This design comes from an exercise in tuning for small area and a short achievable clock period on the open sky130 flow, not from production work.
Where RTL was checked, it was by simulation tests only, not by an equivalence proof against the original.
Function not checked in run 7: the RTL went through the layout flow alone.
No activity file was given, so power comes from the tool's default toggle rates.

===== design/flow/flow/run.sh =====
#!/bin/bash
# Standard layout, with plain buffers (not delay cells) on the ports.
set -euo pipefail
bash standard.sh BUFFER_PORTS_ARGS="-buffer_cell sky130_fd_sc_hd__buf_2" > standard.log 2>&1

===== design/flow/standard.sh =====
#!/bin/bash
# synth_recipe.tcl (not shown) runs the flow's synth.tcl, then flattens the netlist and writes it again
# the make line also repeats each setting of config.mk as NAME=value (left out here)
make -C /OpenROAD-flow-scripts/flow DESIGN_CONFIG=/design/flow/config.mk WORK_HOME=/design/flow/orfs CLKGATE_MAP_FILE= SYNTH_SCRIPT=/design/flow/synth_recipe.tcl "${@:-finish}"

===== design/flow/config.mk =====
export PLATFORM = sky130hd
export DESIGN_NAME = sb_top
export DESIGN_NICKNAME = sb_top
export VERILOG_FILES = /design/flow/design.v
export SDC_FILE = /design/flow/constraint.sdc
export NUM_CORES = 4
export LEC_CHECK = 0
export CAP_MARGIN = 20
export CORE_MARGIN = 2
export CORE_UTILIZATION = 40
export SETUP_SLACK_MARGIN = 2.5
export SLEW_MARGIN = 20
export SYNTH_HIERARCHICAL = 1
export SYNTH_MINIMUM_KEEP_SIZE = 0

===== design/flow/constraint.sdc =====
create_clock -name core_clock -period 6.0 [get_ports {clk}]
set_input_delay 1.2000 -clock core_clock [delete_from_list [all_inputs] [get_ports {clk}]]
set_output_delay 1.2000 -clock core_clock [all_outputs]
set_load 0.01 [all_outputs]

===== design/flow/design.v =====
package sb_pkg;
    localparam int NUM_FU   = 4;
    localparam int NUM_REGS = 32;
    typedef logic [31:0]       inst_t;
    typedef logic [4:0]        reg_idx_t;    
    typedef logic [2:0]        fu_id_t;
    typedef logic [NUM_FU-1:0] fu_vec_t;     
    typedef logic [4:0]        fu_op_t;
    localparam fu_id_t FU_NONE = 3'd0;
    localparam fu_id_t FU_ALU  = 3'd1;
    localparam fu_id_t FU_MEM  = 3'd2;
    localparam fu_id_t FU_MUL  = 3'd3;
    localparam fu_id_t FU_DIV  = 3'd4;
    localparam logic [6:0] OPC_OP     = 7'b0110011;
    localparam logic [6:0] OPC_OP_IMM = 7'b0010011;
    localparam logic [6:0] OPC_LOAD   = 7'b0000011;
    localparam logic [6:0] OPC_STORE  = 7'b0100011;
    localparam logic [6:0] F7_BASE   = 7'b0000000;
    localparam logic [6:0] F7_ALT    = 7'b0100000;
    localparam logic [6:0] F7_MULDIV = 7'b0000001;
    localparam fu_op_t ALU_ADD   = 5'h00;
    localparam fu_op_t ALU_SUB   = 5'h01;
    localparam fu_op_t ALU_SLL   = 5'h02;
    localparam fu_op_t ALU_SLT   = 5'h03;
    localparam fu_op_t ALU_SLTU  = 5'h04;
    localparam fu_op_t ALU_XOR   = 5'h05;
    localparam fu_op_t ALU_SRL   = 5'h06;
    localparam fu_op_t ALU_SRA   = 5'h07;
    localparam fu_op_t ALU_OR    = 5'h08;
    localparam fu_op_t ALU_AND   = 5'h09;
    localparam fu_op_t ALU_ADDI  = 5'h10;
    localparam fu_op_t ALU_SLLI  = 5'h12;
    localparam fu_op_t ALU_SLTI  = 5'h13;
    localparam fu_op_t ALU_SLTIU = 5'h14;
    localparam fu_op_t ALU_XORI  = 5'h15;
    localparam fu_op_t ALU_SRLI  = 5'h16;
    localparam fu_op_t ALU_SRAI  = 5'h17;
    localparam fu_op_t ALU_ORI   = 5'h18;
    localparam fu_op_t ALU_ANDI  = 5'h19;
    localparam fu_op_t MEM_LB  = 5'b00000;
    localparam fu_op_t MEM_LH  = 5'b00010;
    localparam fu_op_t MEM_LW  = 5'b00100;
    localparam fu_op_t MEM_LBU = 5'b01000;
    localparam fu_op_t MEM_LHU = 5'b01010;
    localparam fu_op_t MEM_SB  = 5'b00001;
    localparam fu_op_t MEM_SH  = 5'b00011;
    localparam fu_op_t MEM_SW  = 5'b00101;
    localparam fu_op_t MUL_MUL    = 5'd0;
    localparam fu_op_t MUL_MULH   = 5'd1;
    localparam fu_op_t MUL_MULHSU = 5'd2;
    localparam fu_op_t MUL_MULHU  = 5'd3;
    localparam fu_op_t DIV_DIV  = 5'd0;
    localparam fu_op_t DIV_DIVU = 5'd1;
    localparam fu_op_t DIV_REM  = 5'd2;
    localparam fu_op_t DIV_REMU = 5'd3;
endpackage
`timescale 1ns/1ps
module sb_issue_check (
    input  sb_pkg::inst_t                         inst,
    input  sb_pkg::fu_vec_t                       busy,
    input  sb_pkg::fu_vec_t                       pend,     
    input  sb_pkg::reg_idx_t [sb_pkg::NUM_FU-1:0] dst,
    output logic                                  issue_ready
);
    logic [6:0] opc;
    logic [2:0] f3;
    logic [6:0] f7;
    logic [4:0] rd;
    logic       is_op, is_imm, is_ld, is_st;
    logic       f7_base, f7_alt, f7_md, alt_en;
    logic [3:0] sel;
    logic       has_rd;
    logic [3:0] waw_k;
    assign opc = inst[6:0];
    assign f3  = inst[14:12];
    assign f7  = inst[31:25];
    assign rd  = inst[11:7];
    assign is_op   = opc == sb_pkg::OPC_OP;
    assign is_imm  = opc == sb_pkg::OPC_OP_IMM;
    assign is_ld   = opc == sb_pkg::OPC_LOAD;
    assign is_st   = opc == sb_pkg::OPC_STORE;
    assign f7_base = f7 == sb_pkg::F7_BASE;
    assign f7_alt  = f7 == sb_pkg::F7_ALT;
    assign f7_md   = f7 == sb_pkg::F7_MULDIV;
    assign alt_en  = f7_alt & (is_op | f3 == 3'd5);
    assign sel[0] = (is_op & (f7_base | (f7_alt & (f3 == 3'd0 | f3 == 3'd5)))) |
                    (is_imm & ((f3 != 3'd1 & f3 != 3'd5) | f7_base | alt_en));
    assign sel[1] = (is_ld & f3 != 3'd3 & f3 < 3'd6) | (is_st & f3 < 3'd3);
    assign sel[2] = is_op & f7_md & ~f3[2];
    assign sel[3] = is_op & f7_md &  f3[2];
    assign has_rd = sel[0] | sel[2] | sel[3] | (sel[1] & ~is_st);
    always_comb begin
        for (int k = 0; k < 4; k++) waw_k[k] = pend[k] & dst[k] == rd;
    end
    assign issue_ready = ~(|(sel & busy)) & ~(has_rd & (rd != '0) & |waw_k);
endmodule
`timescale 1ns/1ps
module sb_top (
    input  logic             clk,
    input  logic             rst,
    input  sb_pkg::inst_t    inst,
    input  logic             inst_valid,
    input  sb_pkg::fu_vec_t  fu_done,
    output logic             issue_ready,
    output sb_pkg::fu_vec_t  fu_en,
    output sb_pkg::fu_op_t   op_ctrl,
    output sb_pkg::reg_idx_t rs1_ctrl,
    output sb_pkg::reg_idx_t rs2_ctrl,
    output sb_pkg::fu_id_t   write_sel,
    output logic             reg_write,
    output sb_pkg::reg_idx_t rd_ctrl
);
    localparam int N = sb_pkg::NUM_FU;
    logic [6:0] opc;
    logic [2:0] f3;
    logic [6:0] f7;
    logic [4:0] rd, rs1, rs2;
    logic       is_op, is_imm, is_ld, is_st;
    logic       f7_base, f7_alt, f7_md, alt_en;
    logic [3:0] alu_lo;
    logic [N-1:0] sel;
    logic       has_rd, use_rs2;
    logic       rd_nz, rs1_nz, rs2_nz;
    assign opc = inst[6:0];
    assign f3  = inst[14:12];
    assign f7  = inst[31:25];
    assign rd  = inst[11:7];
    assign rs1 = inst[19:15];
    assign rs2 = inst[24:20];
    assign is_op   = opc == sb_pkg::OPC_OP;
    assign is_imm  = opc == sb_pkg::OPC_OP_IMM;
    assign is_ld   = opc == sb_pkg::OPC_LOAD;
    assign is_st   = opc == sb_pkg::OPC_STORE;
    assign f7_base = f7 == sb_pkg::F7_BASE;
    assign f7_alt  = f7 == sb_pkg::F7_ALT;
    assign f7_md   = f7 == sb_pkg::F7_MULDIV;
    assign alt_en  = f7_alt & (is_op | f3 == 3'd5);
    always_comb begin
        case (f3)
            3'd0:    alu_lo = alt_en ? 4'd1 : 4'd0;
            3'd1:    alu_lo = 4'd2;
            3'd2:    alu_lo = 4'd3;
            3'd3:    alu_lo = 4'd4;
            3'd4:    alu_lo = 4'd5;
            3'd5:    alu_lo = alt_en ? 4'd7 : 4'd6;
            3'd6:    alu_lo = 4'd8;
            default: alu_lo = 4'd9;
        endcase
    end
    assign sel[0] = (is_op & (f7_base | (f7_alt & (f3 == 3'd0 | f3 == 3'd5)))) |
                    (is_imm & ((f3 != 3'd1 & f3 != 3'd5) | f7_base | alt_en));
    assign sel[1] = (is_ld & f3 != 3'd3 & f3 < 3'd6) | (is_st & f3 < 3'd3);
    assign sel[2] = is_op & f7_md & ~f3[2];
    assign sel[3] = is_op & f7_md &  f3[2];
    assign has_rd  = sel[0] | sel[2] | sel[3] | (sel[1] & ~is_st);
    assign use_rs2 = is_op | is_st;
    assign rd_nz   = rd  != '0;
    assign rs1_nz  = rs1 != '0;
    assign rs2_nz  = rs2 != '0;
    logic [N-1:0] busy, unread;
    logic [N-1:0] can_q;          
    logic [N-1:0][N-1:0] waitm;      
    logic [N-1:0][N-1:0] warm;       
    logic [4:0] op_a;             
    logic [3:0] op_m;             
    logic [1:0] op_x, op_y;       
    logic [4:0] dst_a, dst_x, dst_y;
    logic [4:0] fld_m;            
    logic [N-1:0][4:0] s1_q;
    logic [4:0] s2_a, s2_x, s2_y;
    logic [N-1:0][4:0] op_e;
    logic [N-1:0][4:0] dst_e;
    logic [N-1:0][4:0] s1_e;
    logic [N-1:0][4:0] s2_e;
    logic [N-1:0] pend;
    assign op_e[0]  = op_a;
    assign op_e[1]  = {1'b0, op_m};
    assign op_e[2]  = {3'b000, op_x};
    assign op_e[3]  = {3'b000, op_y};
    assign dst_e[0] = dst_a;
    assign dst_e[1] = op_m[0] ? 5'd0 : fld_m;
    assign dst_e[2] = dst_x;
    assign dst_e[3] = dst_y;
    assign s2_e[0]  = op_a[4] ? 5'd0 : s2_a;
    assign s2_e[1]  = op_m[0] ? fld_m : 5'd0;
    assign s2_e[2]  = s2_x;
    assign s2_e[3]  = s2_y;
    assign pend[0]  = busy[0];
    assign pend[1]  = busy[1] & ~op_m[0];
    assign pend[2]  = busy[2];
    assign pend[3]  = busy[3];
    assign s1_e = s1_q;
    logic [N-1:0] rdy, grant, can, ret;
    always_comb begin
        for (int u = 0; u < N; u++) begin
            rdy[u] = unread[u] & ~|waitm[u];
        end
    end
    assign grant = rdy & ~(rdy - 1'b1);
    assign can   = can_q;
    assign ret   = can & ~(can - 1'b1);
    logic [N-1:0] raw, war_c;
    logic [N-1:0] issue;
    always_comb begin
        for (int k = 0; k < N; k++) begin
            raw[k]   = pend[k] & ((rs1_nz & dst_e[k] == rs1) |
                                  (use_rs2 & rs2_nz & dst_e[k] == rs2));
            war_c[k] = unread[k] & ~grant[k] & ~ret[k] & rd_nz &
                       (s1_e[k] == rd | s2_e[k] == rd);
        end
    end
    sb_issue_check issue_check (
        .inst(inst), .busy(busy), .pend(pend), .dst(dst_e), .issue_ready(issue_ready)
    );
    assign issue       = sel & {N{inst_valid & issue_ready}};
    logic [N-1:0] war_left;
    always_comb begin
        for (int u = 0; u < N; u++) war_left[u] = |(warm[u] & ~grant & ~ret);
    end
    always_ff @(posedge clk or posedge rst) begin
        if (rst) begin
            busy   <= '0;
            unread <= '0;
            can_q  <= '0;
        end else begin
            busy   <= issue | (busy & ~ret);
            unread <= issue | (unread & ~grant & ~ret);
            can_q  <= fu_done & busy & ~ret & ~war_left;
        end
    end
    for (genvar u = 0; u < N; u++) begin : g_unit
        for (genvar k = 0; k < N; k++) begin : g_pair
            if (k == u) begin : g_self
                assign waitm[u][k] = 1'b0;
                assign warm[u][k]  = 1'b0;
            end else begin : g_other
                logic wait_q, war_q;
                always_ff @(posedge clk) begin
                    if (busy[u]) begin
                        wait_q <= wait_q & ~ret[k];
                        war_q  <= war_q & ~grant[k] & ~ret[k];
                    end else begin
                        wait_q <= raw[k] & ~ret[k];
                        war_q  <= war_c[k] & ((u != 1) | ~is_st);
                    end
                end
                assign waitm[u][k] = wait_q;
                assign warm[u][k]  = war_q;
            end
        end
    end
    always_ff @(posedge clk) begin
        for (int u = 0; u < N; u++) begin
            if (!busy[u]) s1_q[u] <= rs1;
        end
    end
    always_ff @(posedge clk) begin
        if (!busy[0]) begin
            op_a  <= {is_imm, alu_lo};
            dst_a <= rd;
            s2_a  <= rs2;
        end
        if (!busy[1]) begin
            op_m  <= {f3, is_st};
            fld_m <= is_st ? rs2 : rd;
        end
        if (!busy[2]) begin
            op_x  <= f3[1:0];
            dst_x <= rd;
            s2_x  <= rs2;
        end
        if (!busy[3]) begin
            op_y  <= f3[1:0];
            dst_y <= rd;
            s2_y  <= rs2;
        end
    end
    always_comb begin
        op_ctrl  = '0;
        rs1_ctrl = '0;
        rs2_ctrl = '0;
        rd_ctrl  = '0;
        for (int u = 0; u < N; u++) begin
            op_ctrl  = op_ctrl  | (op_e[u] & {5{grant[u]}});
            rs1_ctrl = rs1_ctrl | (s1_e[u] & {5{grant[u]}});
            rs2_ctrl = rs2_ctrl | (s2_e[u] & {5{grant[u]}});
            rd_ctrl  = rd_ctrl  | (dst_e[u] & {5{ret[u]}});
        end
    end
    assign fu_en     = grant;
    assign write_sel = {ret[3], ret[1] | ret[2], ret[0] | ret[2]};
    logic [N-1:0] dst_nz;
    always_comb begin
        for (int u = 0; u < N; u++) dst_nz[u] = dst_e[u] != '0;
    end
    assign reg_write = |(ret & dst_nz);
endmodule

==> impl_metrics.json, run 1 <==
{
  "outcome": "finished clean",
  "netlist_instances": 602,
  "ys.flop_type": "edfxtp_1",
  "drv_cap": 0,
  "start_util": 0.407,
  "gp_congestion": 0.964,
  "max-slew-margin-rel": 0.511,
  "postSynthAreaPerCell_um2": 10.2,
  "syn-num-nets": 641,
  "synth_area_um2": 6140,
  "clock-sinks": 104,
  "clockBufferDepth": 2,
  "grt_pass1_wl_um": 28600,
  "post-route-period-util": 0.597,
  "track_usage": 0.233,
  "fin_crit_ns": 3.58,
  "ant_nets": 0,
  "worstSetupEndpointType": "primary output",
  "drcViolationCount": 0,
  "crit_buf_inv": 2,
  "holdWs_ns": 0.445,
  "finalNonFillerCells": 851,
  "die_area_um2": 16400,
  "seq_area_um2": 2820,
  "ys_top_cells_by_count": "edfxtp_1, nand2_1, xor2_1, xnor2_1, nor2_1",
  "cts_buffers": 9,
  "die_h_um": 128,
  "clock_latency_ns": 0.36,
  "overflow": 0,
  "slowest_stage": "nor4_1",
  "cts_tree": "done",
  "yosysTopAreaCellShare": 0.333,
  "area_growth_pct": 17.2,
  "fillerInstances": 1396,
  "drv_slew": 0,
  "cts_max_level": 3,
  "synth_area_leaders": "edfxtp_1, dfxtp_1, xor2_1, xnor2_1, dfrtp_1",
  "place_inst": 817,
  "p_leak_nw": 2.71,
  "clk_pin_slew_ns": 0.07,
  "use_met2": 0.363,
  "tightest_slew_ns": 0.730,
  "multi_input_area_um2": 3090,
  "synth_most_common_cell": "edfxtp_1",
  "use_met1": 0.325,
  "grt_start_max_net_pins": 28,
  "setup_violations": 0,
  "antenna_found_initial": 0,
  "async_reset_ff_frac": 0.115,
  "ys_types": 68,
  "core_um2": 15100,
  "synth_edf_count": 68,
  "rsz0062_at_grt": "true",
  "dr_total_vias": 5025,
  "seq_area_frac_synth": 0.460,
  "final_hold_viol_count": 0,
  "post-synth-top-area-cell": "edfxtp_1",
  "cpPeakStageDelay_ns": 0.25,
  "wl_per_cell_um": 21.8,
  "dr.pass1.iters": 5,
  "cp_cell_sequence": "buf_16 > xor2_2 > nor4_1 > and3_1 > a31oi_1 > nand3_1 > a31oi_2 > buf_2",
  "nets": 697,
  "busiest_layer": "met2",
  "timing.fmax_ghz": 0.279,
  "fp-row-count": 45,
  "cp.arrival_ns": 2.38,
  "powerDensity_nw_per_um2": 253,
  "fin_skew_ns": 0.0116,
  "fin_tns_setup_ns": 0,
  "pin_count": 68,
  "die_w_um": 128,
  "crit_fanout": 11,
  "vdd_drop_max_mv": 0.199,
  "met3_usage": 0.0396,
  "cts-root-buf": "clkbuf_16",
  "hold_class": "flop to flop",
  "port_buffers": 67,
  "finalWirelength_um": 18500,
  "path_class": "input port to primary output",
  "drive_gt1_frac": 0.201,
  "vias_per_cell": 5.90,
  "hpwl_um": 12900,
  "critical_path.top_delay_family": "simple AND/OR/NAND/NOR gates",
  "cp_data_required_time_ns": 4.80,
  "yosysWarnings": 8,
  "diodes": 0,
  "grt_pass1_vias": 4918,
  "ys_seq_elements": 104,
  "start_kind": "input port",
  "drt_iter0_markers": 448
}
[cell usage in the layout, fill, tap and decap left out, drive strengths merged, types with 20 or more instances in the layout]
cell type,n
dfxtp,24
buf,82
a21oi,20
xnor2,45
nand2,55
xor2,50
nor2,36
nand3,25
edfxtp,68
nor3,21
o21ai,40
[sequential cells by signal, indices dropped and copies added (netlist names), 4 cells and up]
name and count:
s1_q 20, g_unit.g_pair.g_other.wait_q 12, s2_a 5, unread 4, fld_m 5, can_q 4, s2_y 5, busy 4
op_a 5, dst_a 5, dst_y 5, dst_x 5, op_m 4, s2_x 5, g_unit.g_pair.g_other.war_q 12
[per-stage QoR]
stage          setup WS (ns)  power [mW]   util  instance area [um2]
6_report                2.42        1.82  0.477                 7190
5_1_grt                 2.34        1.90  0.477                 7190
4_1_cts                 2.38        1.82  0.473                 7130
3_5_place_dp            2.04        1.19  0.431                 6500
3_3_place_gp            2.08        1.19  0.431                 6500
2_1_floorplan           2.64        1.09      -                 6140
[routing by layer]
layer  share of wire  vias to the layer above
met2            0.46                      186
met1            0.45                     2482
met3           0.058                       36
met5               0                        -
li1                -                     2321
met4           0.029                        0
[worst reg2reg max path, cell delays in order (launching register included)]
cell      delay, ns
edfxtp_1       0.53
nor2b_1        0.36
xor2_1         0.28
nor4_4         0.05
a31oi_1        0.16
nand3_1        0.13
a31oi_2        0.22
nand2_1        0.14
nor3b_1        0.27
nand4_1        0.24
o21ai_1        0.17
[kinds of logic after synthesis]
group	synth area share
AO/OA/AOI/OAI	0.141
XOR/XNOR	0.138
buffers and inverters	0.0456
flip-flops	0.460
multiplexers	0.0159
AND/OR/NAND/NOR	0.200
[cell type report]
class / count / share of cell area
clock buffer: 14 / 0.0412
clock inverter: 2 / 0.00244
inverter: 11 / 0.00678
multi-input combinational: 445 / 0.430
sequential: 104 / 0.393
tap: 188 / 0.0327
timing repair buffer: 87 / 0.0941
[modules after synthesis (local to each module, per instance)]
module	cells inside	flops+latches	area (um2)	times used
sb_top	536	104	5650	1
sb_issue_check	66	0	489	1
[report_power, final]
group | internal (mW) | total (mW) | switching [mW]
clock | 0.346 | 0.609 | 0.263
combinational | 0.136 | 0.307 | 0.171
sequential | 0.834 | 0.906 | 0.0721
total | 1.32 | 1.82 | 0.506
[path summary, 6_finish.rpt]
| kind | startpoint | cells past startpoint | slack (ns) | endpoint |
|---|---|---|---|---|
| setup / recovery | inst[9] | 8 | 2.42 | issue_ready |
| hold / removal | g_unit[0].g_pair[3].g_other.war_q | 1 | 0.45 | can_q[0] |
| setup reg to reg | fld_m[2] | 10 | 3.36 | busy[3] |
| hold reg to reg | g_unit[0].g_pair[3].g_other.war_q | 1 | 0.45 | can_q[0] |
| max in group asynchronous | rst | 2 | 4.77 | can_q[0] |
| min in group asynchronous | rst | 2 | 0.86 | can_q[2] |
[timing repair]
action,4_1_cts,5_1_grt
resized for setup,28,10
buffers inserted,11,4
endpoints found under the setup margin,14,18
pin swaps,5,3
hold buffers,0,0
cloned,3,0
==> run 2: changes to the inputs <==
--- a/design/flow/config.mk
+++ b/design/flow/config.mk
@@ -8,7 +8,7 @@
 export CAP_MARGIN = 20
 export CORE_MARGIN = 2
 export CORE_UTILIZATION = 40
-export SETUP_SLACK_MARGIN = 2.5
+export SETUP_SLACK_MARGIN = 2.0
 export SLEW_MARGIN = 20
 export SYNTH_HIERARCHICAL = 1
 export SYNTH_MINIMUM_KEEP_SIZE = 0
==> run 2 against run 1 <==
Against the previous run: clock skew is 0.0015 ns higher; synthesized cell count stayed put; clock-buffer cell count stayed put; largest power group unchanged; still clean; sequential cell count stayed put; wire length is 2.1% lower; utilization is 2.2 points lower; highest routed layer unchanged; die area stayed put; critical endpoint is now rs2_ctrl[3]; design area is 4.6% lower.
==> impl_metrics.json, run 2 <==
{
  "fin_util": 0.455,
  "ys.flop_type": "edfxtp_1",
  "critPathLaunch": "unread[2]",
  "final_cell_mix": "edfxtp_1, buf_2, nand2_1, xor2_1, xnor2_1",
  "drt_iter0_markers": 547,
  "pin_count": 68,
  "outcome": "finished clean",
  "dr_total_vias": 4968,
  "yosysWarnings": 8,
  "timing.fmax_ghz": 0.260,
  "finalWirelength_um": 18100,
  "die_h_um": 128,
  "setup_violations": 0,
  "track_usage": 0.228,
  "crit_fanout": 12,
  "dr.pass1.iters": 5,
  "p_leak_nw": 2.56,
  "hpwl_um": 12900,
  "diodes": 0,
  "core_um2": 15100,
  "hold_buffers": 0,
  "fin_crit_ns": 3.84,
  "final_area_um2": 6860,
  "cts_tree": "done",
  "wl_per_cell_um": 21.7,
  "powerDensity_nw_per_um2": 261,
  "vdd_drop_max_mv": 0.199,
  "drcViolationCount": 0,
  "largest_reg_flops": 20,
  "fillerInstances": 1428,
  "yosysTopAreaCellShare": 0.333,
  "final_common_cell": "edfxtp_1",
  "cp_data_required_time_ns": 4.80,
  "grt_pass1_wl_um": 28100,
  "ant_nets": 0,
  "netlist_instances": 602,
  "postSynthAreaPerCell_um2": 10.2,
  "hold_class": "flop to flop",
  "cp.arrival_ns": 2.64,
  "ys_seq_elements": 104,
  "synth_edf_count": 68,
  "seq_area_frac_synth": 0.460,
  "fin_skew_ns": 0.0131,
  "hold_start": "g_unit[0].g_pair[3].g_other.war_q",
  "reg_top3": "s1_q x20, g_unit.g_pair.g_other.wait_q x12, g_unit.g_pair.g_other.war_q x12",
  "die_area_um2": 16400,
  "path_class": "flop to primary output",
  "clock-sinks": 104,
  "vias_per_cell": 5.94,
  "fp-row-count": 45,
  "post-route-period-util": 0.641,
  "final_hold_viol_count": 0,
  "die_w_um": 128,
  "start_util": 0.407,
  "gp_congestion": 0.964,
  "clock_latency_ns": 0.36,
  "post-synth-top-area-cell": "edfxtp_1",
  "synth_area_leaders": "edfxtp_1, dfxtp_1, xor2_1, xnor2_1, dfrtp_1",
  "fin_tns_setup_ns": 0,
  "worstSetupEndpointType": "primary output",
  "grt_start_max_net_pins": 28,
  "async_reset_ff_frac": 0.115,
  "port_buffers": 67,
  "syn-num-nets": 641,
  "grt_pass1_vias": 4807,
  "tightest_slew_ns": 0.921,
  "max-slew-margin-rel": 0.383,
  "cts_max_level": 3,
  "cts_buffers": 9,
  "clockBufferDepth": 2,
  "start_kind": "flop",
  "nets": 682,
  "design_power_total_mw": 1.79,
  "drv_slew": 0,
  "cts-root-buf": "clkbuf_16",
  "antenna_found_initial": 0,
  "rsz0062_at_grt": "false",
  "drive_gt1_frac": 0.167,
  "clk_pin_slew_ns": 0.07,
  "area_growth_pct": 11.7,
  "postPlaceCellArea_um2": 6500,
  "ys_types": 68,
  "synth_area_um2": 6140,
  "drv_cap": 0,
  "largest-register": "s1_q",
  "r2r_start": "op_m[0]",
  "ys_top_cells_by_count": "edfxtp_1, nand2_1, xor2_1, xnor2_1, nor2_1",
  "overflow": 0,
  "synth_most_common_cell": "edfxtp_1"
}
run 2: cell types whose count changed in the layout (fill, tap and decap cells not counted), moves of 2 or more:
cell | previous run | this run
buf_16 | 4 | 0
buf_2 | 59 | 63
buf_4 | 17 | 4
bufbuf_16 | 3 | 0
clkbuf_4 | 2 | 4
nor3_1 | 17 | 20
nor3_2 | 4 | 1
xor2_1 | 46 | 49
xor2_2 | 4 | 1
run 2: worst paths after layout:
path,end,slack (ns),cells past startpoint
min in group asynchronous,can_q[3],0.86,2
worst min register to register,can_q[0],0.45,1
worst max-delay path,rs2_ctrl[3],2.16,6
worst max register to register,busy[3],3.04,10
max in group asynchronous,busy[1],4.79,2
worst min-delay path,can_q[0],0.45,1
run 2: power by group:
part / switching [mW] / leakage (nW) / internal (mW)
registers: 0.0764 / 1.01 / 0.834
logic: 0.160 / 1.40 / 0.111
clock network: 0.263 / 0.154 / 0.346
run 2: cell type report:
class / count / area [um2] / area share
clock buffers: 14 / 297 / 0.0432
repair buffers: 72 / 395 / 0.0576
well taps: 188 / 235 / 0.0343
multi-input cells: 445 / 3040 / 0.443
clock inverters: 2 / 17.5 / 0.00255
inverters: 11 / 55.1 / 0.00803
flip-flops and latches: 104 / 2820 / 0.412
run 2: metal layers:
layer  global-route usage  up-vias  wire length, um
met3               0.0413       33             1120
li1                     -     2286                -
met2                0.350      204             8390
met5                    0        -                0
met4               0.0866        0              460
met1                0.320     2445             8170
run 2: modules after synthesis (local to each module, per instance):
module	area (um2)	times used
sb_top	5650	1
sb_issue_check	489	1
run 2: worst max-delay path: stages (launching register included):
cell and delay [ns]:
dfrtp_1 0.41, or4b_4 0.52, nor2_1 0.72, a21oi_1 0.16
o21ai_1 0.15, o21bai_1 0.14, buf_2 0.17
run 2: per-stage QoR:
stage          instances  setup WS (ns)  hold slack [ns]
2_1_floorplan        602           2.64            0.410
3_3_place_gp         817           2.08            0.426
3_5_place_dp         817           2.04            0.435
4_1_cts              836           2.04            0.449
5_1_grt              836           2.03            0.472
6_report             836           2.16            0.449
run 2: logic make-up (layout without fill, tap and decap cells):
group / after synthesis / in the layout / share of synthesized area
compound gates: 128 / 128 / 0.141
simple gates: 213 / 213 / 0.200
buf+inv: 53 / 99 / 0.0456
xor+xnor: 95 / 95 / 0.138
mux: 9 / 9 / 0.0159
flops: 104 / 104 / 0.460
run 2: repair_timing:
action,CTS,global route
pin swaps,1,0
endpoints found under the setup margin,1,1
buffers inserted,3,0
resized for setup,0,4
==> run 3: changes to the inputs <==
--- a/design/flow/config.mk
+++ b/design/flow/config.mk
@@ -7,8 +7,10 @@
 export LEC_CHECK = 0
 export CAP_MARGIN = 20
 export CORE_MARGIN = 2
-export CORE_UTILIZATION = 40
-export SETUP_SLACK_MARGIN = 2.0
+export CORE_UTILIZATION = 60
+export CTS_BUF_LIST = sky130_fd_sc_hd__clkbuf_8
+export CTS_CLUSTER_SIZE = 30
+export SETUP_SLACK_MARGIN = 2.8
 export SLEW_MARGIN = 20
 export SYNTH_HIERARCHICAL = 1
 export SYNTH_MINIMUM_KEEP_SIZE = 0
==> run 3 against run 2 <==
Against the previous run: clock power decreased by 18%; global-route usage rose by 10 points; total power decreased by 4.2%; critical path depth increased by 2; first-iteration DRC count is 0.91% higher; utilization rose by 29 points; die area fell by 32%; sequential share of layout area down 2.4 points; critical endpoint is now issue_ready.
==> impl_metrics.json, run 3 <==
{
  "outcome": "finished clean",
  "grt_start_max_net_pins": 28,
  "gp_congestion": 0.914,
  "fin_ws_ns": 2.41,
  "postSynthAreaPerCell_um2": 10.2,
  "finalWirelength_um": 18200,
  "path_class": "input port to primary output",
  "final_cell_mix": "edfxtp_1, buf_2, xor2_1, xnor2_1, nand2_1",
  "ant_nets": 0,
  "timing.fmax_ghz": 0.278,
  "synth_area_leaders": "edfxtp_1, dfxtp_1, xor2_1, xnor2_1, dfrtp_1",
  "fin_skew_ns": 0.00978,
  "cts_max_level": 3,
  "final_hold_viol_count": 0,
  "fp-row-count": 36,
  "powerDensity_nw_per_um2": 235,
  "ys.flop_type": "edfxtp_1",
  "drcViolationCount": 0,
  "cp_data_required_time_ns": 4.80,
  "track_usage": 0.330,
  "nets": 709,
  "crit_fanout": 5,
  "post-route-period-util": 0.599,
  "setup_violations": 0,
  "post-synth-top-area-cell": "edfxtp_1",
  "pin_count": 68,
  "ys_top_cells_by_count": "edfxtp_1, nand2_1, xor2_1, xnor2_1, nor2_1",
  "fin_tns_setup_ns": 0,
  "rsz0062_at_grt": "true",
  "start_util": 0.622,
  "async_reset_ff_frac": 0.115,
  "ys_types": 68,
  "drt_iter0_markers": 552,
  "core_um2": 9860,
  "yosysWarnings": 8,
  "diodes": 0,
  "clk_pin_slew_ns": 0.10,
  "drv_slew": 0,
  "seq_area_frac_synth": 0.460,
  "final_common_cell": "edfxtp_1",
  "die_h_um": 105,
  "max-slew-margin-rel": 0.531,
  "cp.arrival_ns": 2.39,
  "netlist_instances": 602,
  "ys_seq_elements": 104,
  "grt_pass1_wl_um": 27500,
  "cts-root-buf": "clkbuf_8",
  "syn-num-nets": 641,
  "antenna_found_initial": 0,
  "clock-sinks": 104,
  "fin_util": 0.740,
  "reg_top3": "s1_q x20, g_unit.g_pair.g_other.wait_q x12, g_unit.g_pair.g_other.war_q x12",
  "drive_gt1_frac": 0.250,
  "clock_latency_ns": 0.38,
  "vias_per_cell": 6.49,
  "synth_area_um2": 6140,
  "fin_crit_ns": 3.59,
  "dr_total_vias": 5240,
  "area_growth_pct": 18.9,
  "dr.pass1.iters": 5,
  "worstSetupEndpointType": "primary output",
  "cts_tree": "done",
  "port_buffers": 67,
  "vdd_drop_max_mv": 0.183,
  "start_kind": "input port",
  "dp_slack_ns": 2.08,
  "drv_cap": 0,
  "finalNonFillerCells": 808,
  "place_inst": 761,
  "synth_edf_count": 68,
  "hold_class": "flop to flop",
  "yosysTopAreaCellShare": 0.333,
  "die_w_um": 105,
  "hpwl_um": 12000,
  "cts_buffers": 9,
  "overflow": 0,
  "tightest_slew_ns": 0.701,
  "largest_reg_flops": 20,
  "synth_most_common_cell": "edfxtp_1",
  "p_leak_nw": 2.82,
  "wl_per_cell_um": 22.6,
  "grt_pass1_vias": 4869,
  "largest-register": "s1_q",
  "clockBufferDepth": 2,
  "die_area_um2": 11100
}
==> run 3: cell counts after synthesis <==
No cell type changed its count.
==> run 3: path summary, 6_finish.rpt <==
check                                                   from     endpoint  slack, ns  depth (start not counted)
max                                                 inst[11]  issue_ready       2.41                          8
min                        g_unit[0].g_pair[3].g_other.war_q     can_q[0]       0.45                          1
max reg2reg                                         fld_m[1]      busy[2]       3.40                         10
max in group asynchronous                                rst     can_q[0]       4.77                          2
min in group asynchronous                                rst     can_q[3]       0.84                          2
min reg2reg                g_unit[0].g_pair[3].g_other.war_q     can_q[0]       0.45                          1
==> run 3: final cells by class <==
| class | count | area (um2) |
|---|---|---|
| inverter | 11 | 58.8 |
| fill | 689 | 2560 |
| multi-input combinational | 445 | 3200 |
| clock inverter | 6 | 88.8 |
| clock buffer | 10 | 138 |
| timing repair buffer | 99 | 821 |
| sequential | 104 | 2830 |
| tap | 133 | 166 |
==> run 3: report_power, final <==
part	switching, mW	total, mW	internal [mW]
combinational	0.174	0.311	0.137
clock	0.250	0.498	0.248
sequential	0.0728	0.906	0.834
==> run 3: what timing repair did <==
| action | CTS | global route |
|---|---|---|
| gates cloned | 2 | 2 |
| resized for setup | 30 | 52 |
| hold buffers | 0 | 0 |
| pin swaps | 7 | 17 |
| setup endpoints to repair | 24 | 20 |
| setup buffers | 11 | 16 |
==> run 3: kinds of logic after synthesis <==
family | Yosys count | synth area share
compound gates | 128 | 0.141
xor+xnor | 95 | 0.138
buf+inv | 53 | 0.0456
flops | 104 | 0.460
mux | 9 | 0.0159
simple gates | 213 | 0.200
==> run 3: through the flow <==
step | power [mW] | area [um2] | hold WS (ns)
after floorplan | 1.09 | 6150 | 0.410
after global placement | 1.17 | 6430 | 0.431
after detailed placement | 1.18 | 6430 | 0.429
after CTS | 1.69 | 6930 | 0.452
after global routing | 1.78 | 7300 | 0.457
final | 1.72 | 7300 | 0.447
==> run 3: Yosys stat by module (local to each module, per instance) <==
module | flops+latches | cells | times used
sb_top | 104 | 536 | 1
sb_issue_check | 0 | 66 | 1
==> run 3: worst max-delay path, cell delays in order <==
cell and delay (ns):
buf_16 0.11, xor2_1 0.15, nor4_1 0.31, and3_1 0.20, a31oi_1 0.05, nand3_2 0.12, a31oi_2 0.10, buf_2 0.15
==> run 3: per-layer routing <==
metal  track usage  share of wire  up-vias
met4         0.144          0.022        0
met5             0              0        -
met2         0.513           0.48      319
met3        0.0530          0.097       34
li1              -              -     2358
met1         0.456           0.40     2529
==> run 4: changes to the inputs <==
--- a/design/flow/config.mk
+++ b/design/flow/config.mk
@@ -10,7 +10,7 @@
 export CORE_UTILIZATION = 60
 export CTS_BUF_LIST = sky130_fd_sc_hd__clkbuf_8
 export CTS_CLUSTER_SIZE = 30
-export SETUP_SLACK_MARGIN = 2.8
+export SETUP_SLACK_MARGIN = 2.5
 export SLEW_MARGIN = 20
 export SYNTH_HIERARCHICAL = 1
 export SYNTH_MINIMUM_KEEP_SIZE = 0
==> run 4 against run 3 <==
Against the previous run: still clean on timing, DRC and antenna; sequential cell count unchanged; global-route usage shrank 0.098 points; clock-buffer cell count fell by 1; clock power down 13%; largest cell class unchanged.
==> impl_metrics.json, run 4 <==
{
  "synthSimpleGateAreaFrac": 0.200,
  "timing.fmax_ghz": 0.277,
  "post-route-period-util": 0.601,
  "drv_slew": 0,
  "finalNonFillerCells": 805,
  "rsz0062_at_grt": "true",
  "clock-sinks": 104,
  "highest_layer": "met4",
  "synth_edf_count": 68,
  "netlist_instances": 602,
  "postSynthAreaPerCell_um2": 10.2,
  "die_area_um2": 11100,
  "setup_violations": 0,
  "port_buffers": 67,
  "fin_crit_ns": 3.61,
  "final_common_cell": "edfxtp_1",
  "cts_buffers": 9,
  "synthMuxAreaShare": 0.0159,
  "vdd_drop_max_mv": 0.238,
  "drt_iter0_markers": 614,
  "path_class": "input port to primary output",
  "final_hold_viol_count": 0,
  "synth_fa_ha_area_frac": 0,
  "yosysWarnings": 8,
  "gp_congestion": 0.907,
  "powerDensity_nw_per_um2": 234,
  "async_reset_ff_frac": 0.115,
  "area_growth_pct": 14.7,
  "cts_max_level": 3,
  "dr.pass1.iters": 5,
  "synth_compound_area_frac": 0.141,
  "final_cell_mix": "edfxtp_1, buf_2, nand2_1, xor2_1, xnor2_1",
  "die_w_um": 105,
  "hpwl_um": 12000,
  "largest_reg_flops": 20,
  "max-slew-margin-rel": 0.482,
  "hold_buffers": 0,
  "antenna_found_initial": 0,
  "ys_seq_elements": 104,
  "outcome": "finished clean",
  "post-synth-top-area-cell": "edfxtp_1",
  "cts_tree": "done",
  "fp-row-count": 36,
  "fin_skew_ns": 0.0140,
  "met3_length_um": 1590,
  "diodes": 0,
  "cts-root-buf": "clkbuf_8",
  "detailroute.wirelength.met2_um": 8160,
  "worstSetupEndpointType": "primary output",
  "reg_top3": "s1_q x20, g_unit.g_pair.g_other.wait_q x12, g_unit.g_pair.g_other.war_q x12",
  "fin_tns_setup_ns": 0,
  "seq_area_frac_synth": 0.460,
  "track_usage": 0.329,
  "hold_class": "flop to flop",
  "ant_nets": 0,
  "synth_top_family_by_area": "simple AND/OR/NAND/NOR gates",
  "ys_types": 68,
  "yosysTopAreaCellShare": 0.333,
  "synth_most_common_cell": "edfxtp_1",
  "place_inst": 761,
  "wl_per_cell_um": 21.8,
  "grt_start_max_net_pins": 28,
  "core_um2": 9860,
  "synth-xor-area-share": 0.138,
  "wl_met1_um": 7350,
  "grt_pass1_vias": 4922,
  "cp_data_required_time_ns": 4.80,
  "synth_area_leaders": "edfxtp_1, dfxtp_1, xor2_1, xnor2_1, dfrtp_1",
  "clock_latency_ns": 0.40,
  "dr_total_vias": 5177,
  "tightest_slew_ns": 0.773,
  "crit_fanout": 10,
  "drv_cap": 0,
  "nets": 706,
  "overflow": 0,
  "clockBufferDepth": 2,
  "pin_count": 68,
  "start_util": 0.622,
  "synth_area_um2": 6140,
  "cp.arrival_ns": 2.41,
  "vias_per_cell": 6.43,
  "ys.flop_type": "edfxtp_1",
  "ys_top_cells_by_count": "edfxtp_1, nand2_1, xor2_1, xnor2_1, nor2_1",
  "drcViolationCount": 0,
  "finalWirelength_um": 17600,
  "syn-num-nets": 641,
  "p_leak_nw": 2.68,
  "grt_pass1_wl_um": 27700,
  "start_kind": "input port",
  "die_h_um": 105,
  "drive_gt1_frac": 0.205,
  "clk_pin_slew_ns": 0.11,
  "largest-register": "s1_q"
}
## run 4: cell counts after synthesis
No cell type changed its count.
## run 4: cell families after synthesis
logic type                after synthesis
AOI/OAI and AO/OA                     128
xor gates and xnor gates               95
buffers and inverters                  53
DFF                                   104
muxes                                   9
and+or+nand+nor                       213
## run 4: layout make-up
| type | instances | area, um2 |
|---|---|---|
| fillers | 727 | 2830 |
| inverters | 11 | 48.8 |
| clock buffers | 9 | 124 |
| well taps | 133 | 166 |
| flip-flops and latches | 104 | 2820 |
| multi-input cells | 445 | 3060 |
| repair buffers | 96 | 751 |
| clock inverters | 7 | 66.3 |
## run 4: per-stage QoR
stage | setup WS (ns) | utilization | power, mW | hold WS (ns) | area [um2]
2_1_floorplan | 2.64 | - | 1.09 | 0.410 | 6140
3_3_place_gp | 2.14 | 0.651 | 1.17 | 0.431 | 6420
3_5_place_dp | 2.11 | 0.651 | 1.18 | 0.426 | 6420
4_1_cts | 2.38 | 0.696 | 1.62 | 0.441 | 6870
5_1_grt | 2.35 | 0.714 | 1.70 | 0.459 | 7040
6_report | 2.39 | 0.714 | 1.64 | 0.443 | 7040
## run 4: worst paths after layout
kind	slack, ns	startpoint	to	cells past startpoint
min	0.44	g_unit[3].g_pair[1].g_other.war_q	can_q[3]	1
max	2.39	inst[9]	issue_ready	8
min reg2reg	0.44	g_unit[3].g_pair[1].g_other.war_q	can_q[3]	1
max in group asynchronous	4.81	rst	can_q[0]	2
min in group asynchronous	0.81	rst	can_q[2]	2
max reg2reg	3.40	op_m[0]	busy[3]	10
## run 4: worst max-delay path, stage by stage
cell,delay [ns]
buf_16,0.12
xor2_2,0.13
nor4_1,0.30
and3_1,0.20
a31oi_1,0.04
nand3_1,0.13
a31oi_1,0.12
buf_2,0.15
## run 4: timing repair
action,4_1_cts,5_1_grt
cloned,2,1
pin swaps,6,6
resized for setup,25,7
setup endpoints to repair,14,18
buffers inserted,10,15
## run 4: per-layer routing
layer  up-vias  GRT usage
met3        40     0.0574
li1       2346          -
met1      2497      0.458
met5         -          0
met2       294      0.512
met4         0      0.130
## run 4: Yosys stat by module (local to each module, per instance)
module          flops+latches  cell area (um2)  cells inside
sb_top                    104             5650           536
sb_issue_check              0              489            66
## run 4: where the power goes
group	total [mW]	internal [mW]	switching, mW
Clock	0.432	0.159	0.273
Combinational	0.309	0.138	0.171
Sequential	0.903	0.833	0.0696
Total	1.64	1.13	0.514
==> run 5: changes to the inputs <==
--- a/design/flow/config.mk
+++ b/design/flow/config.mk
@@ -7,7 +7,7 @@
 export LEC_CHECK = 0
 export CAP_MARGIN = 20
 export CORE_MARGIN = 2
-export CORE_UTILIZATION = 60
+export CORE_UTILIZATION = 75
 export CTS_BUF_LIST = sky130_fd_sc_hd__clkbuf_8
 export CTS_CLUSTER_SIZE = 30
 export SETUP_SLACK_MARGIN = 2.5
==> run 5 against run 4 <==
Against the previous run: die area shrank 19%; total power rose by 0.68%; fmax shrank 7.4%; synthesized cell count unchanged; utilization up 18 points; hold slack gained 0.0059 ns; largest power group unchanged.
==> impl_metrics.json, run 5 <==
{
  "cpPeakStageDelay_ns": 0.26,
  "power.internal_mw": 1.13,
  "final_common_cell": "edfxtp_1",
  "die_h_um": 94.5,
  "final_cell_mix": "edfxtp_1, buf_2, nand2_1, xor2_1, xnor2_1",
  "post-route-period-util": 0.649,
  "place_inst": 729,
  "final_area_um2": 7020,
  "clock_latency_ns": 0.38,
  "overflow": 0,
  "design_power_total_mw": 1.66,
  "regToRegSetupSlack_ns": 2.99,
  "seq_area_frac_synth": 0.460,
  "rsz0062_at_grt": "true",
  "cp_data_required_time_ns": 4.80,
  "finalNonFillerCells": 770,
  "synth_edf_count": 68,
  "r2r_start": "fld_m[1]",
  "dr.pass1.iters": 6,
  "p_sw_frac": 0.320,
  "core_um2": 7850,
  "synth_area_um2": 6140,
  "drv_cap": 0,
  "r2r.worst_path.cells": 11,
  "ant_nets": 0,
  "crit_fanout": 6,
  "vias_per_cell": 7.40,
  "netlist_instances": 602,
  "antenna_found_initial": 0,
  "p_clk_frac": 0.251,
  "cts_buffers": 9,
  "track_usage": 0.439,
  "timing.fmax_ghz": 0.257,
  "netSwitchingPower_mw": 0.529,
  "vdd_drop_max_mv": 0.200,
  "yosysWarnings": 8,
  "setup_violations": 0,
  "grt_pass1_wl_um": 28900,
  "tightest_slew_ns": 0.755,
  "largest-register": "s1_q",
  "holdWs_ns": 0.449,
  "drt_iter0_markers": 745,
  "final_hold_viol_count": 0,
  "start_kind": "input port",
  "grt_start_max_net_pins": 28,
  "cp_cell_sequence": "buf_16 > xor2_2 > nor4_2 > and3_1 > a31oi_1 > nand3_1 > a31oi_2 > buf_2",
  "die_area_um2": 8930,
  "finalWirelength_um": 19900,
  "ys_top_cells_by_count": "edfxtp_1, nand2_1, xor2_1, xnor2_1, nor2_1",
  "port_buffers": 67,
  "fin_ws_ns": 2.11,
  "yosysTopAreaCellShare": 0.333,
  "syn-num-nets": 641,
  "pin_count": 68,
  "grt_pass1_vias": 5232,
  "ys_types": 68,
  "drcViolationCount": 0,
  "hpwl_um": 12000,
  "synth_most_common_cell": "edfxtp_1",
  "reg_top3": "s1_q x20, g_unit.g_pair.g_other.wait_q x12, g_unit.g_pair.g_other.war_q x12",
  "wl_per_cell_um": 25.9,
  "worstSetupEndpointType": "primary output",
  "synth_area_leaders": "edfxtp_1, dfxtp_1, xor2_1, xnor2_1, dfrtp_1",
  "combPwrFrac": 0.197,
  "path_class": "input port to primary output",
  "postPlaceCellArea_um2": 6380,
  "slowest_stage": "and3_1",
  "async_reset_ff_frac": 0.115,
  "diodes": 0,
  "crit_end": "issue_ready",
  "drv_slew": 0,
  "cp.arrival_ns": 2.69,
  "fillerInstances": 355,
  "clk_pin_slew_ns": 0.10,
  "start_util": 0.782,
  "cts_tree": "done",
  "clock-sinks": 104,
  "cts_max_level": 3,
  "drive_gt1_frac": 0.211,
  "fin_util": 0.895,
  "fin_skew_ns": 0.0146,
  "dr_total_vias": 5695,
  "outcome": "finished clean",
  "fin_crit_ns": 3.89,
  "fp-row-count": 32,
  "max-slew-margin-rel": 0.495,
  "hold_class": "flop to flop",
  "postSynthAreaPerCell_um2": 10.2,
  "largest_reg_flops": 20,
  "clockBufferDepth": 2,
  "reg2reg_to": "busy[3]",
  "powerDensity_nw_per_um2": 236,
  "p_leak_nw": 2.68,
  "die_w_um": 94.5,
  "post-synth-top-area-cell": "edfxtp_1",
  "area_growth_pct": 14.4,
  "pwr-share-seq": 0.552,
  "critPathLaunch": "inst[10]",
  "nets": 702,
  "ys.flop_type": "edfxtp_1",
  "ys_seq_elements": 104,
  "gp_congestion": 0.986,
  "fin_tns_setup_ns": 0,
  "cts-root-buf": "clkbuf_8",
  "dp_slack_ns": 2.12
}
run 5: per-layer routing:
metal / up-vias / wire length (um) / share of wire / global-route usage
li1: 2331 / - / - / -
met1: 2617 / 6720 / 0.34 / 0.574
met2: 587 / 8970 / 0.45 / 0.674
met3: 160 / 2900 / 0.15 / 0.0982
met4: 0 / 1360 / 0.068 / 0.262
met5: - / 0 / 0 / 0
run 5: power by group through the flow:
| stage | clock network, mW | registers [mW] | logic [mW] |
|---|---|---|---|
| 2_1_floorplan | 0 | 0.878 | 0.215 |
| 3_3_place_gp | 0 | 0.917 | 0.252 |
| 3_5_place_dp | 0 | 0.920 | 0.263 |
| 4_1_cts | 0.415 | 0.904 | 0.293 |
| 5_1_grt | 0.437 | 0.915 | 0.344 |
| 6_report | 0.416 | 0.913 | 0.326 |
run 5: final cells by class:
class,instances,area [um2],share of cell area
Clock buffer,9,124,0.0176
Clock inverter,7,53.8,0.00766
Inverter,11,48.8,0.00695
Multi-Input combinational cell,445,3110,0.443
Sequential cell,104,2830,0.403
Tap cell,102,128,0.0182
Timing Repair Buffer,92,731,0.104
run 5: repair_timing:
item | 4_1_cts | 5_1_grt
hold buffers | 0 | 0
pin swaps | 7 | 5
gates resized for setup | 27 | 16
gates cloned | 3 | 0
endpoints found under the setup margin | 14 | 18
buffers inserted | 12 | 9
run 5: worst min-delay path by stage:
stage | from | to | cells past startpoint
2_1_floorplan | g_unit[3].g_pair[1].g_other.war_q | can_q[3] | 1
3_3_place_gp | g_unit[0].g_pair[3].g_other.war_q | can_q[0] | 1
3_5_place_dp | g_unit[0].g_pair[2].g_other.war_q | can_q[0] | 1
4_1_cts | g_unit[0].g_pair[2].g_other.war_q | can_q[0] | 1
5_1_grt | g_unit[0].g_pair[2].g_other.war_q | can_q[0] | 1
6_report | g_unit[0].g_pair[2].g_other.war_q | can_q[0] | 1
run 5: per-module statistics from Yosys, one instance, submodules excluded:
module | cells inside | cell area (um2)
sb_issue_check | 66 | 489
sb_top | 536 | 5650
run 5: logic make-up (layout without fill, tap and decap cells):
family,Yosys count,after routing,synth area share
AND/OR/NAND/NOR,213,213,0.200
AO/OA/AOI/OAI,128,128,0.141
flip-flops,104,104,0.460
XOR/XNOR,95,95,0.138
buffers and inverters,53,119,0.0456
multiplexers,9,9,0.0159
run 5: worst max-delay path, delay by kind of cell:
| kind | cells | cell delay [ns] |
|---|---|---|
| AND/OR/NAND/NOR | 3 | 0.53 |
| AO/OA/AOI/OAI | 2 | 0.48 |
| buffers and inverters | 2 | 0.28 |
| XOR/XNOR | 1 | 0.19 |
==> run 6: changes to the inputs <==
==> design/flow/flow/run.sh (replaced) <==
#!/bin/bash
# Standard layout, with plain buffers (not delay cells) on the ports.
set -euo pipefail
bash standard.sh BUFFER_PORTS_ARGS="-buffer_cell sky130_fd_sc_hd__buf_1" > standard.log 2>&1
--- a/design/flow/config.mk
+++ b/design/flow/config.mk
@@ -7,7 +7,7 @@
 export LEC_CHECK = 0
 export CAP_MARGIN = 20
 export CORE_MARGIN = 2
-export CORE_UTILIZATION = 75
+export CORE_UTILIZATION = 60
 export CTS_BUF_LIST = sky130_fd_sc_hd__clkbuf_8
 export CTS_CLUSTER_SIZE = 30
 export SETUP_SLACK_MARGIN = 2.5
==> run 6 against run 5 <==
Against the previous run: still clean on timing, DRC and antenna; global-route usage decreased by 11 points; final cell count increased by 4.4%; critical path depth increased by 1; hold slack got worse by 0.00086 ns; sequential power decreased by 0.9%; critical endpoint unchanged; area after synthesis unchanged; total power decreased by 1.7%; non-clock buffer count increased by 3; fmax increased by 4.7%; register-to-register slack improved by 0.39 ns; utilization decreased by 18 points; clock skew decreased by 0.0032 ns.
==> impl_metrics.json, run 6 <==
{
  "power.internal_mw": 1.13,
  "port_buffers": 67,
  "rsz0062_at_grt": "true",
  "outcome": "finished clean",
  "ys.flop_type": "edfxtp_1",
  "ys_types": 68,
  "nets": 705,
  "drv_cap": 0,
  "netSwitchingPower_mw": 0.492,
  "diodes": 0,
  "post-synth-top-area-cell": "edfxtp_1",
  "yosysTopAreaCellShare": 0.333,
  "synth_area_leaders": "edfxtp_1, dfxtp_1, xor2_1, xnor2_1, dfrtp_1",
  "holdPathStages": 1,
  "synth_area_um2": 6140,
  "hold_class": "flop to flop",
  "ant_nets": 0,
  "drive_gt1_frac": 0.128,
  "combPwrFrac": 0.185,
  "cts_tree": "done",
  "cp.arrival_ns": 2.52,
  "p_sw_frac": 0.303,
  "die_h_um": 105,
  "largest_reg_flops": 20,
  "p_clk_frac": 0.258,
  "clk_pin_slew_ns": 0.10,
  "dr.pass1.iters": 5,
  "max-slew-margin-rel": 0.468,
  "tightest_slew_ns": 0.795,
  "drv_slew": 0,
  "drt_iter0_markers": 608,
  "cts-root-buf": "clkbuf_8",
  "antenna_found_initial": 0,
  "regToRegSetupSlack_ns": 3.38,
  "path_class": "input port to primary output",
  "clockBufferDepth": 2,
  "fp-row-count": 36,
  "grt_pass1_vias": 4991,
  "start_kind": "input port",
  "syn-num-nets": 641,
  "worstSetupEndpointType": "primary output",
  "start_util": 0.622,
  "pin_count": 68,
  "hold_buffers": 0,
  "reg_top3": "s1_q x20, g_unit.g_pair.g_other.wait_q x12, g_unit.g_pair.g_other.war_q x12",
  "hold_start": "g_unit[2].g_pair[1].g_other.war_q",
  "final_hold_viol_count": 0,
  "synth_edf_count": 68,
  "setup_violations": 0,
  "core_um2": 9860,
  "yosysWarnings": 8,
  "synth_most_common_cell": "edfxtp_1",
  "clock_latency_ns": 0.38,
  "cts_max_level": 3,
  "largest-register": "s1_q",
  "fin_tns_setup_ns": 0,
  "r2r_start": "op_m[0]",
  "die_w_um": 105,
  "async_reset_ff_frac": 0.115,
  "ys_seq_elements": 104,
  "cp_data_required_time_ns": 4.80,
  "p_leak_nw": 2.50,
  "crit_fanout": 6,
  "vias_per_cell": 6.41,
  "powerDensity_nw_per_um2": 232,
  "gp_congestion": 0.946,
  "r2r.worst_path.cells": 10,
  "final_common_cell": "edfxtp_1",
  "grt_start_max_net_pins": 28,
  "final_cell_mix": "edfxtp_1, buf_1, nand2_1, xor2_1, xnor2_1",
  "netlist_instances": 602,
  "ys_top_cells_by_count": "edfxtp_1, nand2_1, xor2_1, xnor2_1, nor2_1",
  "finalWirelength_um": 17900,
  "grt_pass1_wl_um": 27700,
  "area_growth_pct": 14.1,
  "pwr-share-seq": 0.556,
  "hpwl_um": 11700,
  "seq_area_frac_synth": 0.460,
  "timing.fmax_ghz": 0.269,
  "drcViolationCount": 0,
  "track_usage": 0.330,
  "reg2reg_to": "busy[3]",
  "holdWs_ns": 0.448,
  "die_area_um2": 11100,
  "fin_skew_ns": 0.0115,
  "fin_crit_ns": 3.72,
  "vdd_drop_max_mv": 0.221,
  "postSynthAreaPerCell_um2": 10.2,
  "cts_buffers": 9,
  "dr_total_vias": 5151,
  "clock-sinks": 104,
  "min_to": "can_q[2]",
  "wl_per_cell_um": 22.3,
  "overflow": 0,
  "post-route-period-util": 0.620
}
## run 6: area by class of cell
type                       instances  area [um2]
clock buffer                       9         124
clock inverter                     7        57.6
multi-input combinational        445        3110
timing repair buffer              95         674
fill                             756        2860
sequential                       104        2820
tap                              133         166
inverter                          11        48.8
## run 6: worst max-delay path by stage
stage	from	cells after the start	slack (ns)	end
after global routing	inst[10]	8	2.22	issue_ready
after detailed placement	inst[10]	8	1.71	issue_ready
after floorplan	inst[11]	7	2.64	issue_ready
after CTS	inst[8]	9	2.29	issue_ready
after global placement	inst[10]	8	1.73	issue_ready
final	inst[11]	9	2.28	issue_ready
## run 6: timing repair
action	CTS	global route
gates cloned	3	0
hold endpoints to repair	0	0
pin swaps	5	8
setup endpoints to repair	14	19
resized for setup	35	17
setup buffers	13	7
## run 6: stage by stage
stage / util / setup slack, ns / std cells / instance area [um2] / total power [mW]
after floorplan: - / 2.64 / 602 / 6140 / 1.09
after global placement: 0.646 / 1.73 / 765 / 6370 / 1.17
after detailed placement: 0.646 / 1.71 / 765 / 6370 / 1.18
after CTS: 0.697 / 2.29 / 797 / 6880 / 1.61
after global routing: 0.710 / 2.22 / 804 / 7010 / 1.69
final: 0.710 / 2.28 / 804 / 7010 / 1.63
## run 6: kinds of logic after synthesis
| group | Yosys count | synth area share |
|---|---|---|
| AND/OR/NAND/NOR | 213 | 0.200 |
| AO/OA/AOI/OAI | 128 | 0.141 |
| multiplexers | 9 | 0.0159 |
| XOR/XNOR | 95 | 0.138 |
| buffers and inverters | 53 | 0.0456 |
| flip-flops | 104 | 0.460 |
## run 6: modules after synthesis, one instance, submodules excluded
| module | cell area, um2 | cells inside | times used | flops+latches |
|---|---|---|---|---|
| sb_top | 5650 | 536 | 1 | 104 |
| sb_issue_check | 489 | 66 | 1 | 0 |
## run 6: routing by layer
layer | track usage | routed length (um) | up-vias
li1 | - | - | 2339
met1 | 0.447 | 7370 | 2512
met2 | 0.519 | 8610 | 265
met3 | 0.0767 | 1550 | 35
met4 | 0.123 | 416 | 0
met5 | 0 | 0 | -
## run 6: power by group through the flow
stage                     registers (mW)  logic [mW]  clock network (mW)
after global routing               0.912       0.327               0.450
final                              0.905       0.301               0.421
after floorplan                    0.878       0.215                   0
after CTS                          0.904       0.285               0.423
after detailed placement           0.920       0.261                   0
after global placement             0.919       0.253                   0
## run 6: worst max-delay path, stage by stage
cell,delay [ns]
buf_8,0.10
buf_12,0.13
buf_6,0.11
xor2_1,0.16
nor4_1,0.30
nand3_1,0.13
nand3_2,0.15
a31oi_4,0.09
buf_2,0.15
==> run 7: changes to the inputs <==
--- a/design/flow/design.v
+++ b/design/flow/design.v
@@ -69,7 +69,7 @@
     logic       is_op, is_imm, is_ld, is_st;
     logic       f7_base, f7_alt, f7_md, alt_en;
     logic [3:0] sel;
-    logic       has_rd;
+    logic       waw;
     logic [3:0] waw_k;
     assign opc = inst[6:0];
     assign f3  = inst[14:12];
@@ -88,11 +88,14 @@
     assign sel[1] = (is_ld & f3 != 3'd3 & f3 < 3'd6) | (is_st & f3 < 3'd3);
     assign sel[2] = is_op & f7_md & ~f3[2];
     assign sel[3] = is_op & f7_md &  f3[2];
-    assign has_rd = sel[0] | sel[2] | sel[3] | (sel[1] & ~is_st);
     always_comb begin
         for (int k = 0; k < 4; k++) waw_k[k] = pend[k] & dst[k] == rd;
     end
-    assign issue_ready = ~(|(sel & busy)) & ~(has_rd & (rd != '0) & |waw_k);
+    assign waw = |waw_k;
+    assign issue_ready = ~((sel[0] & (busy[0] | waw)) |
+                           (sel[1] & (busy[1] | (~is_st & waw))) |
+                           (sel[2] & (busy[2] | waw)) |
+                           (sel[3] & (busy[3] | waw)));
 endmodule
 `timescale 1ns/1ps
 module sb_top (
@@ -209,8 +212,12 @@
                        (s1_e[k] == rd | s2_e[k] == rd);
         end
     end
+    logic [N-1:0] pend_nz;
+    always_comb begin
+        for (int k = 0; k < N; k++) pend_nz[k] = pend[k] & (dst_e[k] != '0);
+    end
     sb_issue_check issue_check (
-        .inst(inst), .busy(busy), .pend(pend), .dst(dst_e), .issue_ready(issue_ready)
+        .inst(inst), .busy(busy), .pend(pend_nz), .dst(dst_e), .issue_ready(issue_ready)
     );
     assign issue       = sel & {N{inst_valid & issue_ready}};
     logic [N-1:0] war_left;
==> design/flow/flow/run.sh (replaced) <==
#!/bin/bash
# Standard layout, with plain buffers (not delay cells) on the ports.
set -euo pipefail
bash standard.sh BUFFER_PORTS_ARGS="-buffer_cell sky130_fd_sc_hd__buf_2" > standard.log 2>&1
--- a/design/flow/config.mk
+++ b/design/flow/config.mk
@@ -7,9 +7,7 @@
 export LEC_CHECK = 0
 export CAP_MARGIN = 20
 export CORE_MARGIN = 2
-export CORE_UTILIZATION = 60
-export CTS_BUF_LIST = sky130_fd_sc_hd__clkbuf_8
-export CTS_CLUSTER_SIZE = 30
+export CORE_UTILIZATION = 40
 export SETUP_SLACK_MARGIN = 2.5
 export SLEW_MARGIN = 20
 export SYNTH_HIERARCHICAL = 1
==> run 7 against run 6 <==
Against the previous run: still clean; sequential cell count did not move; register-to-register slack worse by 0.69 ns; clock skew rose by 0.00051 ns; sequential power down 2%; global-route usage is 11 points lower; setup slack worse by 0.099 ns; fmax shrank 2.6%; via count is 0.80% lower; critical path type unchanged; critical endpoint unchanged.
==> impl_metrics.json, run 7 <==
{
  "antenna_found_initial": 0,
  "powerDensity_nw_per_um2": 256,
  "ys_seq_elements": 104,
  "largest_reg_flops": 20,
  "wl_per_cell_um": 21.4,
  "dr_total_vias": 5110,
  "cts_max_level": 3,
  "largest-register": "s1_q",
  "clockBufferDepth": 2,
  "setup_violations": 0,
  "fin_skew_ns": 0.0120,
  "synth_area_leaders": "edfxtp_1, dfxtp_1, xnor2_1, xor2_1, dfrtp_1",
  "final_common_cell": "edfxtp_1",
  "slowest_stage": "or4_4",
  "drv_slew": 0,
  "multi_input_area_um2": 3040,
  "die_area_um2": 16200,
  "synth_edf_count": 68,
  "crit_buf_inv": 2,
  "nets": 684,
  "async_reset_ff_frac": 0.115,
  "p_sw_frac": 0.284,
  "synth_most_common_cell": "edfxtp_1",
  "combPwrFrac": 0.160,
  "netSwitchingPower_mw": 0.508,
  "max-slew-margin-rel": 0.344,
  "vdd_drop_max_mv": 0.131,
  "p_clk_frac": 0.342,
  "pin_count": 68,
  "seq_area_frac_synth": 0.465,
  "cts-root-buf": "clkbuf_16",
  "fin_tns_setup_ns": 0,
  "finalNonFillerCells": 838,
  "port_buffers": 67,
  "drt_iter0_markers": 584,
  "fin_crit_ns": 3.82,
  "holdWs_ns": 0.452,
  "reg_top3": "s1_q x20, g_unit.g_pair.g_other.wait_q x12, g_unit.g_pair.g_other.war_q x12",
  "power.internal_mw": 1.28,
  "grt_pass1_vias": 4835,
  "yosysTopAreaCellShare": 0.337,
  "crit_fanout": 2,
  "p_leak_nw": 2.63,
  "cts_tree": "done",
  "post-route-period-util": 0.637,
  "area_growth_pct": 15.5,
  "netlist_instances": 591,
  "clock-sinks": 104,
  "ys.flop_type": "edfxtp_1",
  "core_um2": 15000,
  "yosysWarnings": 8,
  "clk_pin_slew_ns": 0.07,
  "critical_path.top_delay_family": "simple AND/OR/NAND/NOR gates",
  "worstSetupEndpointType": "primary output",
  "clock_latency_ns": 0.36,
  "hpwl_um": 12100,
  "cp.arrival_ns": 2.62,
  "ys_top_cells_by_count": "edfxtp_1, xnor2_1, xor2_1, nor2_1, nand2_1",
  "cp_data_required_time_ns": 4.80,
  "start_util": 0.404,
  "drv_cap": 0,
  "ys_types": 65,
  "seq_area_um2": 2830,
  "outcome": "finished clean",
  "grt_start_max_net_pins": 29,
  "ant_nets": 0,
  "die_w_um": 127,
  "track_usage": 0.221,
  "final_hold_viol_count": 0,
  "path_class": "input port to primary output",
  "timing.fmax_ghz": 0.262,
  "finalWirelength_um": 17900,
  "cts_buffers": 9,
  "rsz0062_at_grt": "true",
  "place_inst": 808,
  "syn-num-nets": 630,
  "pwr-share-seq": 0.498,
  "tightest_slew_ns": 0.975,
  "drcViolationCount": 0,
  "cpPeakStageDelay_ns": 0.55,
  "drive_gt1_frac": 0.202,
  "postSynthAreaPerCell_um2": 10.3,
  "synth_area_um2": 6070,
  "post-synth-top-area-cell": "edfxtp_1",
  "overflow": 0,
  "final_cell_mix": "edfxtp_1, buf_2, xnor2_1, xor2_1, nor2_1",
  "die_h_um": 127,
  "vias_per_cell": 6.10,
  "hold_class": "flop to flop",
  "fin_util": 0.466,
  "grt_pass1_wl_um": 27300,
  "start_kind": "input port",
  "fillerInstances": 1375,
  "fp-row-count": 45,
  "diodes": 0,
  "gp_congestion": 0.853,
  "design_power_total_mw": 1.79,
  "dr.pass1.iters": 5,
  "cp_cell_sequence": "buf_6 > or4_4 > nor4_4 > a32o_2 > a31oi_1 > o2bb2ai_2 > buf_2"
}
==> run 7: per-stage QoR <==
stage	worst slack, ns	cell area (um2)
6_report	2.18	7010
5_1_grt	2.16	7010
4_1_cts	2.21	6910
3_5_place_dp	2.07	6490
2_1_floorplan	2.48	6080
3_3_place_gp	2.13	6490
==> run 7: worst paths after layout <==
| check | from | end | slack [ns] | depth (start not counted) |
|---|---|---|---|---|
| max | inst[28] | issue_ready | 2.18 | 7 |
| min | g_unit[1].g_pair[2].g_other.war_q | can_q[1] | 0.45 | 1 |
| max reg2reg | fld_m[2] | busy[3] | 2.69 | 12 |
| min reg2reg | g_unit[1].g_pair[2].g_other.war_q | can_q[1] | 0.45 | 1 |
| max in group asynchronous | rst | can_q[0] | 4.75 | 2 |
| min in group asynchronous | rst | busy[2] | 0.86 | 2 |
==> run 7: logic make-up (layout without fill, tap and decap cells) <==
group,Yosys count,in the layout,synth area share
compound gates,132,132,0.160
xor+xnor,92,92,0.133
buf+inv,52,111,0.0377
flops,104,104,0.465
mux,7,7,0.0128
simple gates,204,204,0.192
==> run 7: layout make-up <==
type	count	area share
multi-input cells	435	0.434
well taps	188	0.0336
repair inverters	1	0.000714
flip-flops and latches	104	0.403
clock buffers	9	0.0321
inverters	10	0.00697
clock inverters	7	0.0123
repair buffers	84	0.0764
==> run 7: what timing repair did <==
item,CTS,global route
hold buffers,0,0
gates resized for setup,16,10
pin swaps,1,5
gates cloned,1,0
buffers inserted,6,7
setup endpoints to repair,23,7
==> run 7: layer usage <==
metal,GRT usage,vias to the layer above,share of wire
met5,0,-,0
met1,0.300,2502,0.43
met3,0.0557,27,0.085
li1,-,2322,-
met4,0.0627,0,0.017
met2,0.352,259,0.47
==> run 7: per-module statistics from Yosys (local to each module, per instance) <==
module,cells,flip-flops and latches,times used
sb_top,540,104,1
sb_issue_check,51,0,1
==> run 7: power by group through the flow <==
| stage | clock network, mW | logic, mW | registers (mW) |
|---|---|---|---|
| after floorplan | 0 | 0.211 | 0.869 |
| after global placement | 0 | 0.265 | 0.907 |
| after detailed placement | 0 | 0.270 | 0.909 |
| after CTS | 0.621 | 0.279 | 0.890 |
| after global routing | 0.649 | 0.316 | 0.898 |
| final | 0.613 | 0.286 | 0.891 |

[static timing again, ports no longer ideal]
How much do the figures lean on ideal ports? The routed layouts below were timed once more, with nothing changed but the port constraints. Step 1 assumes that a clkbuf_16 drives the clock port and a buf_2 every other input. Step 2 moves the port delays by t, midway between the first and last clock arrival at a register: inputs arrive t later, outputs are due t later. That takes back most of the time a late clock gives input paths. Three values: no drivers, after step 1, after step 2; two values: the first two.
| run | t (ns) | setup slack, ns | slew at the worst register clock pin (ns) |
|---|---|---|---|
| run 1 | 0.394 | 2.418 / 2.339 / 2.339 | 0.07 / 0.07 |
| run 2 | 0.394 | 2.157 / 2.116 / 2.143 | 0.07 / 0.07 |
| run 3 | 0.409 | 2.405 / 2.315 / 2.315 | 0.10 / 0.10 |
| run 4 | 0.434 | 2.395 / 2.301 / 2.301 | 0.11 / 0.11 |
| run 5 | 0.411 | 2.106 / 2.014 / 2.014 | 0.11 / 0.11 |
| run 6 | 0.410 | 2.279 / 2.225 / 2.225 | 0.11 / 0.11 |
| run 7 | 0.394 | 2.180 / 2.150 / 2.150 | 0.08 / 0.08 |
After both steps every run listed still meets setup and hold. For run 4, which loses most, drivers alone change the setup slack by -0.094 ns; drivers and shift together by -0.094 ns.
